From an optimization exercise on the open Yosys and OpenROAD flow, aimed at a short achievable clock period and few clock cycles; shortcuts taken in it are not production practice.
Only simulation tests tie the RTL to the original design; equivalence was not proved.
Power figures rest on the tool's default switching activity, not on a simulated workload.

== violet ==
==> module fetch_decode, before the edit <==
module fetch_decode #(
	parameter logic [31:0] RESET_PC = '0,
	parameter int DEPTH = 4,
	parameter int PW = 2,
	parameter int PREF = 3,
	parameter bit BYPASS = 1'b1,
	localparam int IW = 12 + 3 + 7 + 7 + 7 + 16
) (
	input logic clk,
	input logic rst_n,
	output logic fetch_ok,
	output logic fetch_pref,
	output logic [31:0] fetch_addr,
	input logic fetch_start,
	input logic fw_valid,
	input logic [31:0] fw_data,
	output logic cand_valid,
	output logic [IW-1:0] cand,
	output logic ir_valid,
	output logic [IW-1:0] ir,
	input logic issue
);
	localparam int CAP = DEPTH + 1;
	logic [31:0] pc;
	logic [CAP-1:0] cred;
	logic stop;
	logic [PW:0] cnt;
	logic [PW-1:0] rp, wp;
	logic [IW-1:0] bw [DEPTH];
	logic [IW-1:0] fw_pd;
	logic take;
	logic from_buf;
	function automatic logic [7:1] onehot(input logic [2:0] r);
		for (int i = 1; i < 8; i++)
			onehot[i] = (r == 3'(i));
	endfunction
	function automatic logic [IW-1:0] predecode(input logic [31:0] w);
		logic [3:0] op;
		logic [2:0] rd;
		logic is_alu, is_sub, is_addi, is_ld, is_st, is_halt, writes;
		op = w[31:28];
		rd = w[26:24];
		is_alu = (op <= 4'h4);
		is_sub = (op == 4'h1);
		is_addi = (op == 4'h5);
		is_ld = (op == 4'h6) && (rd != 3'd0);
		is_st = (op == 4'h7);
		is_halt = (op == 4'hf);
		writes = (is_alu || is_addi || is_ld) && (rd != 3'd0);
		predecode = {
			is_ld || is_st,                          
			is_halt,                                 
			is_st,                                   
			is_ld,                                   
			writes,                                  
			is_alu || is_st,                         
			is_alu || is_addi || is_ld || is_st,     
			is_alu,                                  
			(op == 4'h4),                            
			(op == 4'h3),                            
			(op == 4'h2),                            
			is_sub,                                  
			rd, onehot(w[22:20]), onehot(w[18:16]),
			writes ? onehot(rd) : 7'd0, w[15:0]};
	endfunction
	assign fw_pd = predecode(fw_data);
	assign fetch_addr = pc;
	assign fetch_ok = cred[0] && !stop;
	assign fetch_pref = cred[PREF-1];
	assign from_buf = (cnt != '0);
	assign cand_valid = from_buf || (BYPASS && fw_valid);
	assign cand = (!BYPASS || from_buf) ? bw[rp] : fw_pd;
	assign take = issue || !ir_valid;
	always_ff @(posedge clk) begin
		if (!rst_n) begin
			pc <= RESET_PC;
			cred <= '1;
			stop <= 1'b0;
			cnt <= '0;
			rp <= '0;
			wp <= '0;
			ir_valid <= 1'b0;
		end else begin
			if (fetch_start)
				pc <= pc + 32'd4;
			if (fetch_start && !issue)
				cred <= {1'b0, cred[CAP-1:1]};
			else if (!fetch_start && issue)
				cred <= {cred[CAP-2:0], 1'b1};
			if (fw_valid && fw_data[31:28] == 4'hf)
				stop <= 1'b1;
			if (fw_valid)
				wp <= (wp == PW'(DEPTH - 1)) ? '0 : wp + 1'b1;
			if (take && cand_valid)
				rp <= (rp == PW'(DEPTH - 1)) ? '0 : rp + 1'b1;
			if (take && cand_valid && !fw_valid)
				cnt <= cnt - 1'b1;
			else if (!(take && cand_valid) && fw_valid)
				cnt <= cnt + 1'b1;
			if (take)
				ir_valid <= cand_valid;
		end
	end
	always_ff @(posedge clk) begin
		if (fw_valid)
			bw[wp] <= fw_pd;
		if (take)
			ir <= cand;
	end
endmodule
==> module mem_bus_guard, before the edit <==
module mem_bus_guard #(
	parameter bit FETCH_FIRST = 1'b1
) (
	input logic clk,
	input logic rst_n,
	input logic fetch_ok,
	input logic fetch_pref,
	input logic [31:0] fetch_addr,
	output logic fetch_start,
	input logic data_ok,
	input logic data_write,
	input logic [31:0] data_addr,
	input logic [31:0] data_wdata,
	input logic [2:0] data_rd,
	output logic data_start,
	input logic [7:1] kill,
	output logic rq_valid,
	output logic rq_fetch,
	output logic rq_dead,
	output logic [2:0] rq_rd,
	output logic [31:0] rq_data,
	output logic bus_free,
	output logic psel,
	output logic penable,
	output logic pwrite,
	output logic [31:0] paddr,
	output logic [31:0] pwdata,
	input logic [31:0] prdata,
	input logic pready
);
	logic done;
	logic free;
	logic start;
	logic pick_data;
	logic cur_fetch;
	logic cur_dead;
	logic [2:0] cur_rd;
	logic [7:0] kill8;
	assign kill8 = {kill, 1'b0};
	assign done = penable && pready;
	assign free = !psel || done;
	assign pick_data = FETCH_FIRST ? (data_ok && !(fetch_ok && fetch_pref)) : data_ok;
	assign start = free && (data_ok || fetch_ok);
	assign data_start = free && pick_data;
	assign fetch_start = free && !pick_data && fetch_ok;
	assign bus_free = free;
	always_ff @(posedge clk) begin
		if (!rst_n) begin
			psel <= 1'b0;
			penable <= 1'b0;
		end else if (start) begin
			psel <= 1'b1;
			penable <= 1'b0;
		end else if (done) begin
			psel <= 1'b0;
			penable <= 1'b0;
		end else if (psel) begin
			penable <= 1'b1;
		end
	end
	always_ff @(posedge clk) begin
		if (start) begin
			pwrite <= pick_data && data_write;
			paddr <= pick_data ? data_addr : fetch_addr;
			pwdata <= data_wdata;
			cur_fetch <= !pick_data;
			cur_rd <= data_rd;
		end
	end
	always_ff @(posedge clk) begin
		if (start)
			cur_dead <= pick_data && kill8[data_rd];
		else if (kill8[cur_rd])
			cur_dead <= 1'b1;
	end
	always_ff @(posedge clk) begin
		if (!rst_n)
			rq_valid <= 1'b0;
		else
			rq_valid <= done && !pwrite;
		rq_fetch <= cur_fetch;
		rq_dead <= cur_dead || kill8[cur_rd];
		rq_rd <= cur_rd;
		rq_data <= prdata;
	end
endmodule
Settings: LEC_CHECK=0, ABC_CLOCK_PERIOD_IN_PS=1500, CAP_MARGIN=20, CORE_MARGIN=2, CORE_UTILIZATION=40, SETUP_SLACK_MARGIN=4.6, SLEW_MARGIN=20; clock period 7.0 ns.
run.sh (not shown) runs the stock make flow with config.mk's settings and CLKGATE_MAP_FILE= SYNTH_SCRIPT=/design/flow/synth_recipe.tcl, a recipe that flattens the netlist after the stock synthesis.
Testbench counts of violet, summed over its fixed seeds: cycles 129,700.
What quartz does differently from violet at the input level:
--- a/flow/design.v
+++ b/flow/design.v
@@ -26,8 +26,8 @@
 	logic [CAP-1:0] cred;
 	logic stop;
 	logic [PW:0] cnt;
-	logic [PW-1:0] rp, wp;
 	logic [IW-1:0] bw [DEPTH];
+	logic shift;
 	logic [IW-1:0] fw_pd;
 	logic take;
 	logic from_buf;
@@ -70,7 +70,7 @@
 	assign fetch_pref = cred[PREF-1];
 	assign from_buf = (cnt != '0);
 	assign cand_valid = from_buf || (BYPASS && fw_valid);
-	assign cand = (!BYPASS || from_buf) ? bw[rp] : fw_pd;
+	assign cand = (!BYPASS || from_buf) ? bw[0] : fw_pd;
 	assign take = issue || !ir_valid;
 	always_ff @(posedge clk) begin
 		if (!rst_n) begin
@@ -78,8 +78,6 @@
 			cred <= '1;
 			stop <= 1'b0;
 			cnt <= '0;
-			rp <= '0;
-			wp <= '0;
 			ir_valid <= 1'b0;
 		end else begin
 			if (fetch_start)
@@ -90,21 +88,26 @@
 				cred <= {cred[CAP-2:0], 1'b1};
 			if (fw_valid && fw_data[31:28] == 4'hf)
 				stop <= 1'b1;
-			if (fw_valid)
-				wp <= (wp == PW'(DEPTH - 1)) ? '0 : wp + 1'b1;
-			if (take && cand_valid)
-				rp <= (rp == PW'(DEPTH - 1)) ? '0 : rp + 1'b1;
-			if (take && cand_valid && !fw_valid)
+			if (shift && !fw_valid)
 				cnt <= cnt - 1'b1;
-			else if (!(take && cand_valid) && fw_valid)
+			else if (fw_valid && !take)
 				cnt <= cnt + 1'b1;
 			if (take)
 				ir_valid <= cand_valid;
 		end
 	end
+	assign shift = take && from_buf;
 	always_ff @(posedge clk) begin
-		if (fw_valid)
-			bw[wp] <= fw_pd;
+		for (int i = 0; i < DEPTH; i++) begin
+			if (shift) begin
+				if (fw_valid && cnt == (PW+1)'(i + 1))
+					bw[i] <= fw_pd;
+				else if (i < DEPTH - 1)
+					bw[i] <= bw[(i < DEPTH - 1) ? i + 1 : i];
+			end else if (fw_valid && cnt == (PW+1)'(i)) begin
+				bw[i] <= fw_pd;
+			end
+		end
 		if (take)
 			ir <= cand;
 	end
@@ -433,11 +436,25 @@
 			penable <= 1'b1;
 		end
 	end
+	logic hold_write;
+	logic [31:0] hold_addr;
+	logic [31:0] hold_wdata;
+	logic [31:0] next_addr;
+	logic next_write;
+	assign next_addr = pick_data ? data_addr : fetch_addr;
+	assign next_write = pick_data && data_write;
+	always_ff @(posedge clk) begin
+		if (start || !psel) begin
+			hold_write <= next_write;
+			hold_addr <= next_addr;
+			hold_wdata <= data_wdata;
+		end
+		pwrite <= start ? next_write : hold_write;
+		paddr <= start ? next_addr : hold_addr;
+		pwdata <= start ? data_wdata : hold_wdata;
+	end
 	always_ff @(posedge clk) begin
 		if (start) begin
-			pwrite <= pick_data && data_write;
-			paddr <= pick_data ? data_addr : fetch_addr;
-			pwdata <= data_wdata;
 			cur_fetch <= !pick_data;
 			cur_rd <= data_rd;
 		end
Notes after the runs:
- quartz did not stop at any stage, and its layout met the timing, DRC and antenna checks.
- violet finished every stage and its layout cleared the timing, DRC and antenna checks.
- Changes observed in quartz relative to violet: portion of total power attributed to combinational logic rose by 8.8 points, count of placed standard cells in the final layout, fillers left out rose by 405, design area rose by 6.8%, sequential cell count rose by about 5.6%, delay contributed by the slowest stage of the critical path fell by 0.08 ns.
- quartz against violet: fraction of area in registers fell 3.4 points, minimum clock period shrank by 0.12 ns, adder-cell share of the synthesized area comparable, post-synthesis cell count picked up an extra 287.
Testbench counts of quartz, summed over its fixed seeds: cycles 129,700.

separate check: timing with driven ports:
Ports are ideal in the flow. The routed layouts listed here were re-timed in OpenROAD.
Step 1 assumes that a clkbuf_16 drives the clock port and a buf_2 every other input.
Step 2, shift: input delay + t, output delay - t, t = (earliest + latest rising clock arrival at the registers) / 2. This alone moves slack from input paths to output paths.
Slacks: ideal / step 1 / step 2; pairs: ideal / step 1.
run | t (ns) | setup WS [ns] | slew at the worst register clock pin (ns) | worst slew at a driven data input, ns
violet | 0.760 | 4.318 / 4.251 / 4.045 | 0.06 / 0.06 | 0.05
quartz | 0.776 | 4.442 / 4.369 / 3.999 | 0.06 / 0.06 | 0.07
After both steps every run listed still meets setup and hold. For quartz, which loses most, drivers alone change the setup slack by -0.073 ns; drivers and shift together by -0.443 ns.
